Background: an optimization exercise with open tools, aiming at small area and few clock cycles. Do not read the settings as production practice. Only simulation tests tie the RTL to the original design; equivalence was not proved. Power and IR drop assume default switching activity.

==> design/flow/design.v <==
package ubsp_pkg;
  typedef enum logic [3:0] {
    PH_MAGIC, PH_HLEN, PH_TEXT, PH_NREF, PH_RLNAME, PH_RNAME,
    PH_RLREF, PH_CORE, PH_PAYLOAD, PH_DONE, PH_ERROR
  } phase_t;
  localparam logic [2:0] KIND_NAME  = 3'd0;
  localparam logic [2:0] KIND_BASE  = 3'd1;
  localparam logic [2:0] KIND_QUAL  = 3'd2;
  localparam logic [2:0] KIND_DONE  = 3'd3;
  localparam logic [2:0] KIND_END   = 3'd4;
  localparam logic [2:0] KIND_ERROR = 3'd5;
  localparam logic [3:0] ERR_MAGIC_SHORT   = 4'd1;
  localparam logic [3:0] ERR_NOT_BAM       = 4'd2;
  localparam logic [3:0] ERR_HLEN_SHORT    = 4'd3;
  localparam logic [3:0] ERR_HLEN_NEG      = 4'd4;
  localparam logic [3:0] ERR_TEXT_SHORT    = 4'd5;
  localparam logic [3:0] ERR_NREF_SHORT    = 4'd6;
  localparam logic [3:0] ERR_NREF_NEG      = 4'd7;
  localparam logic [3:0] ERR_REFHDR_SHORT  = 4'd8;
  localparam logic [3:0] ERR_REFNAME_BAD   = 4'd9;
  localparam logic [3:0] ERR_REFENT_SHORT  = 4'd10;
  localparam logic [3:0] ERR_RECORD_SHORT  = 4'd11;
  localparam logic [3:0] ERR_CORRUPT       = 4'd12;
  localparam logic [3:0] ERR_PAYLOAD_SHORT = 4'd13;
  localparam logic [3:0] ERR_ALIGNED       = 4'd14;
  localparam logic [3:0] ERR_LAYOUT        = 4'd15;
  localparam logic [31:0] BAM_MAGIC    = 32'h014D_4142;
  localparam logic [31:0] CORE_MIN     = 32'd32;
  localparam logic [5:0]  CORE_LAST    = 6'd35;
  localparam logic [7:0]  QUAL_OFFSET  = 8'd33;
  localparam logic [7:0]  QUAL_ABSENT  = 8'hff;
  localparam logic [31:0] NO_COORD     = 32'hffff_ffff;
  typedef struct packed {
    logic [7:0] in_byte;
    logic       end_of_stream;
  } in_word_t;
  typedef struct packed {
    logic [2:0]  kind;
    logic [7:0]  out_char;
    logic [30:0] seq_length;
    logic        qual_ok;
    logic [3:0]  error_code;
    logic        out_last;
  } out_word_t;
  typedef struct packed {
    logic [1:0] cnt;
    out_word_t  res0;
    out_word_t  res1;
  } ubsp_step_t;
  function automatic logic [47:0] mk_res(logic [2:0] k, logic [7:0] ch, logic [30:0] len,
                                         logic q, logic [3:0] e);
    mk_res = {k, ch, len, q, e, 1'b0};
  endfunction
  function automatic logic [7:0] nt_decode(logic [3:0] code);
    logic [7:0] c;
    unique case (code)
      4'd1:    c = "A";
      4'd2:    c = "C";
      4'd4:    c = "G";
      4'd8:    c = "T";
      default: c = "N";
    endcase
    nt_decode = c;
  endfunction
endpackage
module ubsp_core (
  input  logic       clk,
  input  logic       rst_n,
  input  logic       take,
  input  ubsp_pkg::in_word_t   din,
  output ubsp_pkg::ubsp_step_t step
);
  ubsp_pkg::phase_t      phase_r, phase_nxt;
  logic [31:0] bc_r, bc_nxt;
  logic [31:0] wa_r, wa_nxt;
  logic [30:0] refs_r, refs_nxt;
  logic [31:0] plen_r, plen_nxt;
  logic [7:0]  nlen_r, nlen_nxt;
  logic [15:0] cigar_r, cigar_nxt;
  logic [15:0] flags_r, flags_nxt;
  logic [31:0] refi_r, refi_nxt;
  logic [31:0] pos_r, pos_nxt;
  logic [30:0] nbase_r, nbase_nxt;
  logic        qgood_r, qgood_nxt;
  logic        rbad_r, rbad_nxt;
  logic [3:0]  err_r, err_nxt;
  logic [18:0] ss_r, ss_nxt;
  logic [31:0] hs_r, hs_nxt;
  logic [31:0] qs_r, qs_nxt;
  logic [32:0] qe_r, qe_nxt;
  logic        e0_v, e1_v, t_v;
  ubsp_pkg::out_word_t   e0, e1, t;
  logic [7:0]  b;
  logic [31:0] wa_ins;
  logic        wdone;
  logic        aligned;
  logic        bad_new;
  logic        fin;
  logic        fin_bad;
  logic [30:0] fin_nbase;
  logic [31:0] blk_rem;
  logic [32:0] off1;
  logic [5:0]  c6;
  logic [31:0] pl_b, ri_b, po_b, wa_b;
  logic [7:0]  nl_b;
  logic [15:0] cg_b, fl_b;
  always_comb begin
    phase_nxt = phase_r; bc_nxt = bc_r; wa_nxt = wa_r; refs_nxt = refs_r;
    plen_nxt = plen_r; nlen_nxt = nlen_r; cigar_nxt = cigar_r; flags_nxt = flags_r;
    refi_nxt = refi_r; pos_nxt = pos_r; nbase_nxt = nbase_r; qgood_nxt = qgood_r;
    rbad_nxt = rbad_r; err_nxt = err_r;
    ss_nxt = ss_r; hs_nxt = hs_r; qs_nxt = qs_r; qe_nxt = qe_r;
    e0_v = 1'b0; e1_v = 1'b0; t_v = 1'b0;
    e0 = '0; e1 = '0; t = '0;
    fin = 1'b0; fin_bad = 1'b0; fin_nbase = nbase_r;
    b = din.in_byte;
    wa_ins = wa_r | ({24'd0, b} << {bc_r[1:0], 3'b000});
    wdone = (bc_r[1:0] == 2'd3);
    aligned = !flags_r[2] || (refi_r != ubsp_pkg::NO_COORD) || (pos_r != ubsp_pkg::NO_COORD) ||
              (cigar_r != 16'd0);
    blk_rem = plen_r - ubsp_pkg::CORE_MIN;
    bad_new = 1'b0;
    off1 = {1'b0, bc_r} + 33'd1;
    c6 = bc_r[5:0];
    pl_b = (bc_r == 32'd0) ? 32'd0 : plen_r;
    ri_b = (bc_r == 32'd0) ? 32'd0 : refi_r;
    po_b = (bc_r == 32'd0) ? 32'd0 : pos_r;
    wa_b = (bc_r == 32'd0) ? 32'd0 : wa_r;
    nl_b = (bc_r == 32'd0) ? 8'd0 : nlen_r;
    cg_b = (bc_r == 32'd0) ? 16'd0 : cigar_r;
    fl_b = (bc_r == 32'd0) ? 16'd0 : flags_r;
    if (phase_r == ubsp_pkg::PH_ERROR) begin
      t_v = 1'b1; t = ubsp_pkg::mk_res(ubsp_pkg::KIND_ERROR, 8'd0, 31'd0, 1'b0, err_r);
    end else if (phase_r == ubsp_pkg::PH_DONE) begin
      t_v = 1'b1; t = ubsp_pkg::mk_res(ubsp_pkg::KIND_END, 8'd0, 31'd0, 1'b0, 4'd0);
    end else if (din.end_of_stream) begin
      t_v = 1'b1;
      phase_nxt = ubsp_pkg::PH_ERROR;
      unique case (phase_r)
        ubsp_pkg::PH_MAGIC:           err_nxt = ubsp_pkg::ERR_MAGIC_SHORT;
        ubsp_pkg::PH_HLEN:            err_nxt = ubsp_pkg::ERR_HLEN_SHORT;
        ubsp_pkg::PH_TEXT:            err_nxt = ubsp_pkg::ERR_TEXT_SHORT;
        ubsp_pkg::PH_NREF:            err_nxt = ubsp_pkg::ERR_NREF_SHORT;
        ubsp_pkg::PH_RLNAME:          err_nxt = ubsp_pkg::ERR_REFHDR_SHORT;
        ubsp_pkg::PH_RNAME, ubsp_pkg::PH_RLREF: err_nxt = ubsp_pkg::ERR_REFENT_SHORT;
        ubsp_pkg::PH_CORE:            err_nxt = ubsp_pkg::ERR_RECORD_SHORT;
        default:            err_nxt = ubsp_pkg::ERR_PAYLOAD_SHORT;
      endcase
      if (phase_r == ubsp_pkg::PH_CORE && bc_r == 32'd0) begin
        phase_nxt = ubsp_pkg::PH_DONE;
        err_nxt = err_r;
        t = ubsp_pkg::mk_res(ubsp_pkg::KIND_END, 8'd0, 31'd0, 1'b0, 4'd0);
      end else begin
        t = ubsp_pkg::mk_res(ubsp_pkg::KIND_ERROR, 8'd0, 31'd0, 1'b0, err_nxt);
      end
    end else begin
      unique case (phase_r)
        ubsp_pkg::PH_MAGIC, ubsp_pkg::PH_HLEN, ubsp_pkg::PH_NREF, ubsp_pkg::PH_RLNAME, ubsp_pkg::PH_RLREF: begin
          bc_nxt = bc_r + 32'd1;
          wa_nxt = wa_ins;
          if (wdone) begin
            bc_nxt = 32'd0;
            wa_nxt = 32'd0;
            unique case (phase_r)
              ubsp_pkg::PH_MAGIC: begin
                if (wa_ins != ubsp_pkg::BAM_MAGIC) begin
                  t_v = 1'b1; err_nxt = ubsp_pkg::ERR_NOT_BAM; phase_nxt = ubsp_pkg::PH_ERROR;
                end else begin
                  phase_nxt = ubsp_pkg::PH_HLEN;
                end
              end
              ubsp_pkg::PH_HLEN: begin
                if (wa_ins[31]) begin
                  t_v = 1'b1; err_nxt = ubsp_pkg::ERR_HLEN_NEG; phase_nxt = ubsp_pkg::PH_ERROR;
                end else if (wa_ins == 32'd0) begin
                  phase_nxt = ubsp_pkg::PH_NREF;
                end else begin
                  bc_nxt = wa_ins; phase_nxt = ubsp_pkg::PH_TEXT;
                end
              end
              ubsp_pkg::PH_NREF: begin
                if (wa_ins[31]) begin
                  t_v = 1'b1; err_nxt = ubsp_pkg::ERR_NREF_NEG; phase_nxt = ubsp_pkg::PH_ERROR;
                end else if (wa_ins == 32'd0) begin
                  phase_nxt = ubsp_pkg::PH_CORE;
                end else begin
                  refs_nxt = wa_ins[30:0]; phase_nxt = ubsp_pkg::PH_RLNAME;
                end
              end
              ubsp_pkg::PH_RLNAME: begin
                if (wa_ins == 32'd0 || wa_ins[31]) begin
                  t_v = 1'b1; err_nxt = ubsp_pkg::ERR_REFNAME_BAD; phase_nxt = ubsp_pkg::PH_ERROR;
                end else begin
                  bc_nxt = wa_ins; phase_nxt = ubsp_pkg::PH_RNAME;
                end
              end
              default: begin
                refs_nxt = refs_r - 31'd1;
                phase_nxt = (refs_r == 31'd1) ? ubsp_pkg::PH_CORE : ubsp_pkg::PH_RLNAME;
              end
            endcase
            t = ubsp_pkg::mk_res(ubsp_pkg::KIND_ERROR, 8'd0, 31'd0, 1'b0, err_nxt);
          end
        end
        ubsp_pkg::PH_TEXT, ubsp_pkg::PH_RNAME: begin
          bc_nxt = bc_r - 32'd1;
          if (bc_r == 32'd1) begin
            phase_nxt = (phase_r == ubsp_pkg::PH_TEXT) ? ubsp_pkg::PH_NREF : ubsp_pkg::PH_RLREF;
          end
        end
        ubsp_pkg::PH_CORE: begin
          plen_nxt = pl_b; refi_nxt = ri_b; pos_nxt = po_b; wa_nxt = wa_b;
          nlen_nxt = nl_b; cigar_nxt = cg_b; flags_nxt = fl_b;
          if (c6 < 6'd4) begin
            plen_nxt = pl_b | ({24'd0, b} << {bc_r[1:0], 3'b000});
          end else if (c6 < 6'd8) begin
            refi_nxt = ri_b | ({24'd0, b} << {bc_r[1:0], 3'b000});
          end else if (c6 < 6'd12) begin
            pos_nxt = po_b | ({24'd0, b} << {bc_r[1:0], 3'b000});
          end else if (c6 == 6'd12) begin
            nlen_nxt = b;
          end else if (c6 == 6'd16 || c6 == 6'd17) begin
            cigar_nxt = cg_b | ({8'd0, b} << {bc_r[0], 3'b000});
          end else if (c6 == 6'd18 || c6 == 6'd19) begin
            flags_nxt = fl_b | ({8'd0, b} << {bc_r[0], 3'b000});
          end else if (c6 >= 6'd20 && c6 < 6'd24) begin
            wa_nxt = wa_b | ({24'd0, b} << {bc_r[1:0], 3'b000});
          end
          if (c6 == 6'd18) ss_nxt = {11'd0, nlen_r} + {1'b0, cigar_r, 2'b00};
          if (c6 == 6'd24) begin
            hs_nxt = {13'd0, ss_r} + {2'd0, wa_r[30:1]};
            qs_nxt = {13'd0, ss_r} + ({1'b0, wa_r[30:0]} + 32'd1 >> 1);
          end
          if (c6 == 6'd25) qe_nxt = {1'b0, qs_r} + {2'd0, wa_r[30:0]};
          bc_nxt = bc_r + 32'd1;
          if (c6 == ubsp_pkg::CORE_LAST) begin
            bc_nxt = 32'd0;
            if (plen_r[31] || plen_r < ubsp_pkg::CORE_MIN || wa_r[31]) begin
              t_v = 1'b1; err_nxt = ubsp_pkg::ERR_CORRUPT; phase_nxt = ubsp_pkg::PH_ERROR;
              t = ubsp_pkg::mk_res(ubsp_pkg::KIND_ERROR, 8'd0, 31'd0, 1'b0, ubsp_pkg::ERR_CORRUPT);
            end else begin
              nbase_nxt = wa_r[30:0];
              wa_nxt = 32'd0;
              plen_nxt = blk_rem;
              qgood_nxt = 1'b1;
              bad_new = aligned || ({1'b0, blk_rem} < qe_r);
              rbad_nxt = bad_new;
              if (blk_rem == 32'd0) begin
                fin = 1'b1; fin_bad = bad_new; fin_nbase = wa_r[30:0];
              end else begin
                phase_nxt = ubsp_pkg::PH_PAYLOAD;
              end
            end
          end
        end
        default: begin
          if (!rbad_r) begin
            if (nlen_r != 8'd0 && off1 < {25'd0, nlen_r}) begin
              e0_v = 1'b1; e0 = ubsp_pkg::mk_res(ubsp_pkg::KIND_NAME, b, 31'd0, 1'b0, 4'd0);
            end else if (bc_r >= {13'd0, ss_r} && bc_r < qs_r) begin
              e0_v = 1'b1; e0 = ubsp_pkg::mk_res(ubsp_pkg::KIND_BASE, ubsp_pkg::nt_decode(b[7:4]), 31'd0, 1'b0, 4'd0);
              if (bc_r < hs_r) begin
                e1_v = 1'b1; e1 = ubsp_pkg::mk_res(ubsp_pkg::KIND_BASE, ubsp_pkg::nt_decode(b[3:0]), 31'd0, 1'b0, 4'd0);
              end
            end else if (bc_r >= qs_r && {1'b0, bc_r} < qe_r) begin
              if (qgood_r) begin
                if (b == ubsp_pkg::QUAL_ABSENT) begin
                  qgood_nxt = 1'b0;
                end else begin
                  e0_v = 1'b1; e0 = ubsp_pkg::mk_res(ubsp_pkg::KIND_QUAL, b + ubsp_pkg::QUAL_OFFSET, 31'd0, 1'b0, 4'd0);
                end
              end
            end
          end
          bc_nxt = off1[31:0];
          if (off1 >= {1'b0, plen_r}) begin
            fin = 1'b1; fin_bad = rbad_r; fin_nbase = nbase_r;
          end
        end
      endcase
    end
    if (fin) begin
      bc_nxt = 32'd0;
      t_v = 1'b1;
      if (fin_bad) begin
        err_nxt = aligned ? ubsp_pkg::ERR_ALIGNED : ubsp_pkg::ERR_LAYOUT;
        phase_nxt = ubsp_pkg::PH_ERROR;
        t = ubsp_pkg::mk_res(ubsp_pkg::KIND_ERROR, 8'd0, 31'd0, 1'b0, err_nxt);
      end else begin
        phase_nxt = ubsp_pkg::PH_CORE;
        t = ubsp_pkg::mk_res(ubsp_pkg::KIND_DONE, 8'd0, fin_nbase, qgood_nxt, 4'd0);
      end
    end
    step = '0;
    step.cnt = {1'b0, e0_v} + {1'b0, e1_v} + {1'b0, t_v};
    step.res0 = e0_v ? e0 : t;
    step.res1 = e1_v ? e1 : t;
    if (step.cnt == 2'd1) step.res0.out_last = 1'b1;
    if (step.cnt == 2'd2) step.res1.out_last = 1'b1;
  end
  always_ff @(posedge clk) begin
    if (!rst_n) begin
      phase_r <= ubsp_pkg::PH_MAGIC; bc_r <= '0; wa_r <= '0; refs_r <= '0; plen_r <= '0;
      nlen_r <= '0; cigar_r <= '0; flags_r <= '0; refi_r <= '0; pos_r <= '0;
      nbase_r <= '0; qgood_r <= 1'b1; rbad_r <= 1'b0; err_r <= '0;
    end else if (take) begin
      phase_r <= phase_nxt; bc_r <= bc_nxt; wa_r <= wa_nxt; refs_r <= refs_nxt;
      plen_r <= plen_nxt; nlen_r <= nlen_nxt; cigar_r <= cigar_nxt;
      flags_r <= flags_nxt; refi_r <= refi_nxt; pos_r <= pos_nxt;
      nbase_r <= nbase_nxt; qgood_r <= qgood_nxt; rbad_r <= rbad_nxt;
      err_r <= err_nxt;
    end
  end
  always_ff @(posedge clk) begin
    if (take) begin
      ss_r <= ss_nxt; hs_r <= hs_nxt; qs_r <= qs_nxt; qe_r <= qe_nxt;
    end
  end
endmodule
module unaligned_bam_stream_parser (
  input  logic      clk,
  input  logic      rst_n,
  input  logic      in_valid,
  output logic      in_stall,
  input  ubsp_pkg::in_word_t  in_data,
  output logic      out_valid,
  input  logic      out_stall,
  output ubsp_pkg::out_word_t out_data
);
  ubsp_pkg::ubsp_step_t step;
  logic       take;
  logic       pop;
  logic [47:0] q_r [4];   
  logic [1:0] wr_ptr_r, wr_ptr_nxt;
  logic [1:0] rd_ptr_r, rd_ptr_nxt;
  logic [2:0] cnt_r, cnt_nxt;
  logic [1:0] push_n;
  assign in_stall  = (cnt_r > 3'd2);
  assign take      = in_valid && !in_stall;
  assign out_valid = (cnt_r != 3'd0);
  assign pop       = out_valid && !out_stall;
  assign out_data  = q_r[rd_ptr_r];
  ubsp_core u_core (
    .clk   (clk),
    .rst_n (rst_n),
    .take  (take),
    .din   (in_data),
    .step  (step)
  );
  always_comb begin
    push_n     = take ? step.cnt : 2'd0;
    wr_ptr_nxt = wr_ptr_r + push_n;
    rd_ptr_nxt = rd_ptr_r + {1'b0, pop};
    cnt_nxt    = cnt_r + {1'b0, push_n} - {2'b00, pop};
  end
  always_ff @(posedge clk) begin
    if (!rst_n) begin
      wr_ptr_r <= '0;
      rd_ptr_r <= '0;
      cnt_r    <= '0;
    end else begin
      wr_ptr_r <= wr_ptr_nxt;
      rd_ptr_r <= rd_ptr_nxt;
      cnt_r    <= cnt_nxt;
    end
  end
  always_ff @(posedge clk) begin
    if (push_n != 2'd0) q_r[wr_ptr_r] <= step.res0;
    if (push_n == 2'd2) q_r[wr_ptr_r + 2'd1] <= step.res1;
  end
endmodule
module ubsp_top (
  input  logic        clk,
  input  logic        rst_n,
  input  logic        in_valid,
  output logic        in_stall,
  input  logic [7:0]  in_byte,
  input  logic        in_eos,
  output logic        out_valid,
  input  logic        out_stall,
  output logic [2:0]  out_kind,
  output logic [7:0]  out_char,
  output logic [30:0] out_seq_length,
  output logic        out_qual_ok,
  output logic [3:0]  out_error_code,
  output logic        out_last
);
  ubsp_pkg::in_word_t  in_data;
  ubsp_pkg::out_word_t out_data;
  assign in_data.in_byte       = in_byte;
  assign in_data.end_of_stream = in_eos;
  unaligned_bam_stream_parser u_parser (
    .clk       (clk),
    .rst_n     (rst_n),
    .in_valid  (in_valid),
    .in_stall  (in_stall),
    .in_data   (in_data),
    .out_valid (out_valid),
    .out_stall (out_stall),
    .out_data  (out_data)
  );
  assign out_kind       = out_data.kind;
  assign out_char       = out_data.out_char;
  assign out_seq_length = out_data.seq_length;
  assign out_qual_ok    = out_data.qual_ok;
  assign out_error_code = out_data.error_code;
  assign out_last       = out_data.out_last;
endmodule
==> design/flow/run.sh <==
#!/bin/bash
# synth_recipe.tcl (not shown) runs the flow's synth.tcl, then flattens the netlist and writes it again
# the make line also repeats each setting of config.mk as NAME=value (left out here)
make -C /OpenROAD-flow-scripts/flow DESIGN_CONFIG=/design/flow/config.mk WORK_HOME=/design/flow/orfs CLKGATE_MAP_FILE= SYNTH_SCRIPT=/design/flow/synth_recipe.tcl finish
==> design/flow/config.mk <==
export PLATFORM = sky130hd
export DESIGN_NAME = ubsp_top
export DESIGN_NICKNAME = ubsp_top
export VERILOG_FILES = /design/flow/design.v
export SDC_FILE = /design/flow/constraint.sdc
export NUM_CORES = 4
export LEC_CHECK = 0
export CAP_MARGIN = 20
export CORE_MARGIN = 2
export CORE_UTILIZATION = 40
export SLEW_MARGIN = 20
==> design/flow/constraint.sdc <==
create_clock -name core_clock -period 8.0 [get_ports {clk}]
set_input_delay 1.6000 -clock core_clock [delete_from_list [all_inputs] [get_ports {clk}]]
set_output_delay 1.6000 -clock core_clock [all_outputs]
set_load 0.01 [all_outputs]
==> results.py <==
metrics = {
    "worst_setup_path": {
        "max_stage_delay_ns": 0.63,
        "reg2reg_depth": 22,
        "crit_type": "flip-flop to flip-flop",
        "required_ns": 8.31,
        "rr_endpoint": "u_parser.q_r[2][36]",
        "crit_path_max_fanout": 31,
        "regToRegStartpoint": "u_parser.u_core.bc_r[2]",
        "arrival_ns": 7.39,
        "rrSetupSlack_ns": 0.92,
        "startpoint_type": "flip-flop",
        "crit_slowest_cell": "or4b_2",
        "setup.worst_path.end_class": "flip-flop",
        "path_cells": "buf_4 > and3_1 > and4_1 > and2_1 > xor2_1 > ha_1 > and4_1 > and3_1 > a41oi_1 > a21boi_0 > or4b_2 > o21a_1 > o21ai_2 > nand3_1 > fa_1 > o21ai_0 > buf_4 > or3b_2 > inv_1 > nor2_1 > inv_2 > buf_12",
    },
    "logic_synthesis": {
        "ys_ff_latch": 575,
        "synth_flop_cell": "edfxtp_1",
        "synth_fp_nets": 4427,
        "ys_seq_area_share_pct": 39.0,
        "synth.avg_cell_area_um2": 8.99,
        "synth_commonest_cells": "nor2_1 (437), nand2_1 (318), edfxtp_1 (299)",
        "ys_types": 91,
        "yosysTopAreaCell": "edfxtp_1",
        "syn-cell-area_um2": 37200,
        "synth.most_common_cell": "nor2_1",
        "synth.area.top_cells": "edfxtp_1 (24%), dfxtp_1 (15%), ha_1 (9.2%), nor2_1 (4.4%), a21oi_1 (3.6%)",
        "async_flop_share_pct": 0,
        "yosysWarnings": 2,
        "synth_top_area_share_pct": 24.2,
        "syn_inst": 4134,
        "synth-edff-count": 299,
    },
    "timing": {
        "fin_crit_sh_pct": 88.5,
        "maxSlewViolCount": 0,
        "rsz0062_at_grt": "no",
        "hold_viol_final": 0,
        "fin_setup_tns_ns": 0,
        "hold-worst-slack_ns": 0.452,
        "worstMarginPinSlew_ns": 1.11,
        "slew_headroom_pct": 25.6,
        "fin_skew_ns": 0.0268,
        "setup_violations": 0,
        "max_freq_ghz": 0.141,
        "post-route-min-period_ns": 7.08,
    },
    "die": {
        "die_h_um": 309,
        "initial_core_util_pct": 40.5,
        "placement_rows": 111,
        "pin_count": 63,
        "die_area_um2": 95400,
        "coreArea_um2": 91800,
        "dieWidth_um": 309,
    },
    "min_path": {
        "min_from": "u_parser.u_core.nbase_r[24]",
        "min_to": "u_parser.u_core.nbase_r[24]",
        "hold_class": "flip-flop to flip-flop",
        "hold_path_depth": 2,
    },
    "global_route": {
        "grt_pass1_vias": 30506,
        "gr-usage-all-layers_pct": 27.7,
        "antenna_found_initial": 5,
        "grt_pass1_wl_mm": 199,
        "grt_overflow": 0,
        "grt_max_degree": 159,
    },
    "layout": {
        "multi_input_area_um2": 20800,
        "layout.area.seq_um2": 14500,
        "final_cells": 5432,
        "nNetsFinal": 4424,
        "final_core_util_pct": 45.4,
        "drive_gt1_share_pct": 8.88,
        "num_antenna_cells": 0,
        "area_growth_pct": 12.1,
        "fillCellCount": 8818,
    },
    "clock_network": {
        "cts_tree": "yes",
        "insertion_delay_ns": 0.63,
        "cts_setup_buffers": 0,
        "post_cts_resized": 0,
        "cts-root-buf": "clkbuf_16",
        "cts_buffer_depth": 3,
        "cts_sinks": 575,
        "ctsHtreeMaxLevel": 3,
        "cts_buffers": 70,
        "path_clk_slew_ns": 0.06,
        "postCtsHoldBufs": 0,
    },
    "route": {
        "viasPerCell": 6.00,
        "ant_nets": 0,
        "wl_per_cell_um": 24.7,
        "drt-pass1-iter-count": 8,
        "route.vias.total": 32584,
        "drt-total-wl_mm": 134,
        "drtIter0Drc": 4104,
        "drc": 0,
    },
    "power": {
        "powerDensity_nw_per_um2": 213,
        "vdd_drop_max_mv": 0.148,
        "leakage_uw": 0.0161,
    },
    "placed_design": {
        "globalplace.congestion": 1.02,
        "portBuffers": 62,
        "dp_hpwl_mm": 99.4,
        "dp_cells": 5302,
    },
    "status": {
        "outcome": "complete, no violations",
    },
    "flow_run": {
        "drv_cap": 0,
    },
}
==> placed cells by master, fill, tap and decap left out, drive strengths merged, types with 31 or more instances in the layout <==
master / n
a21o: 46
a21oi: 267
a22oi: 142
a31oi: 34
and2: 163
and3: 31
buf: 131
clkbuf: 97
clkdlybuf4s50: 62
dfxtp: 276
edfxtp: 299
ha: 274
inv: 223
mux2i: 35
mux4: 49
nand2: 319
nand3: 128
nand4: 83
nor2: 438
nor2b: 31
nor3: 113
nor4: 58
o211ai: 33
o21ai: 192
o22ai: 35
xnor2: 134
xor2: 58
==> how the worst max path moves through the flow <==
stage,startpoint,end,slack (ns),cells after the start
after floorplan,u_parser.u_core.bc_r[3],u_parser.q_r[2][4],1.15,24
after CTS,u_parser.u_core.bc_r[2],u_parser.q_r[2][36],1.05,22
after detailed placement,in_byte[2],u_parser.q_r[2][32],0.83,18
after global placement,in_byte[5],u_parser.q_r[2][32],0.85,18
after global routing,u_parser.u_core.bc_r[2],u_parser.q_r[2][36],0.68,22
final,u_parser.u_core.bc_r[2],u_parser.q_r[2][36],0.92,22
==> metal layers <==
layer | global-route usage, % | routed length, µm | vias to the layer above
met4 | 16.2 | 9040 | 4
met5 | 0 | 24 | -
met2 | 42.5 | 58300 | 1566
met3 | 5.36 | 12000 | 355
li1 | - | - | 15126
met1 | 36.4 | 54900 | 15533
==> registers in the layout (all words and copies together) (netlist names), named ones only <==
signal,count
u_parser.q_r,192
u_parser.u_core.qe_r,33
u_parser.u_core.bc_r,32
u_parser.u_core.plen_r,32
u_parser.u_core.pos_r,32
u_parser.u_core.qs_r,32
u_parser.u_core.refi_r,32
u_parser.u_core.wa_r,32
u_parser.u_core.hs_r,31
u_parser.u_core.nbase_r,31
u_parser.u_core.refs_r,31
u_parser.u_core.ss_r,19
u_parser.u_core.cigar_r,16
u_parser.u_core.nlen_r,8
u_parser.u_core.err_r,4
u_parser.u_core.phase_r,4
u_parser.cnt_r,3
u_parser.rd_ptr_r,2
u_parser.wr_ptr_r,2
u_parser.u_core.flags_r,1
u_parser.u_core.qgood_r,1
u_parser.u_core.rbad_r,1
==> final cells by class <==
| type | count | share of cell area [%] |
|---|---|---|
| Clock buffer | 97 | 4.74 |
| Clock inverter | 33 | 0.814 |
| Inverter | 220 | 2.01 |
| Multi-Input combinational cell | 3071 | 49.9 |
| Sequential cell | 575 | 34.8 |
| Tap cell | 1243 | 3.73 |
| Timing Repair Buffer | 193 | 3.97 |
==> cells by family (layout without fill, tap and decap cells) <==
kind of cell	count (synthesis)	in the layout	share of synthesized area, %
simple gates	1532	1532	20.5
compound gates	981	981	17.2
flops	575	575	39.0
buf+inv	488	543	5.24
fa+ha+maj	281	281	9.58
xor+xnor	192	192	4.53
mux	84	84	3.91
other cells	1	1	0.0101
==> where the power goes <==
group | internal, µW | total, µW | switching (µW)
sequential | 3220 | 3330 | 109
clock | 1880 | 3250 | 1370
combinational | 906 | 2290 | 1380
==> metrics by stage <==
| step | power (µW) | area, µm² | worst slack (ns) |
|---|---|---|---|
| after floorplan | 4740 | 37200 | 1.15 |
| after global placement | 5620 | 39400 | 0.853 |
| after detailed placement | 5630 | 39400 | 0.831 |
| after CTS | 8870 | 41700 | 1.05 |
| after global routing | 9190 | 41700 | 0.684 |
| final | 8860 | 41700 | 0.924 |
==> critical path, delay by kind of cell (launching register included) <==
family / cells / cell delay (ns)
adder cells (fa/ha/maj): 2 / 0.92
buffers and inverters: 5 / 1.11
AO/OA/AOI/OAI: 5 / 0.80
XOR/XNOR: 1 / 0.31
AND/OR/NAND/NOR: 9 / 3.04
flip-flops: 1 / 0.53
Testbench counts, summed over its fixed seeds: cycles 363,115.

-- afterwards: timing with drivers on the ports --
The results above use ideal ports. As a check the final layout listed here was re-extracted and re-timed, cells and wires unchanged. Step 1 sets driving cells, clkbuf_16 on the clock port and buf_2 on the other inputs (assumed; they add their load-dependent delay and slew). Step 2 adds t to the input delays and takes it off the output delays; t is the mean of the earliest and latest rising clock arrival at the registers after step 1. Input paths then give back, and output paths get back, about the clock's delay inside the block. Three values: no drivers, after step 1, after step 2; two values: the first two.
t, ns: 0.685
setup WS [ns]: 0.924 / 0.924 / 0.649
latest minus earliest clock arrival (ns): 0.028 / 0.028
slew at the worst register clock pin (ns): 0.07 / 0.07
cell pins on the clock port's net: 1
After both steps this run still meets setup and hold. For this run, drivers alone change the setup slack by 0.000 ns; drivers and shift together by -0.275 ns.
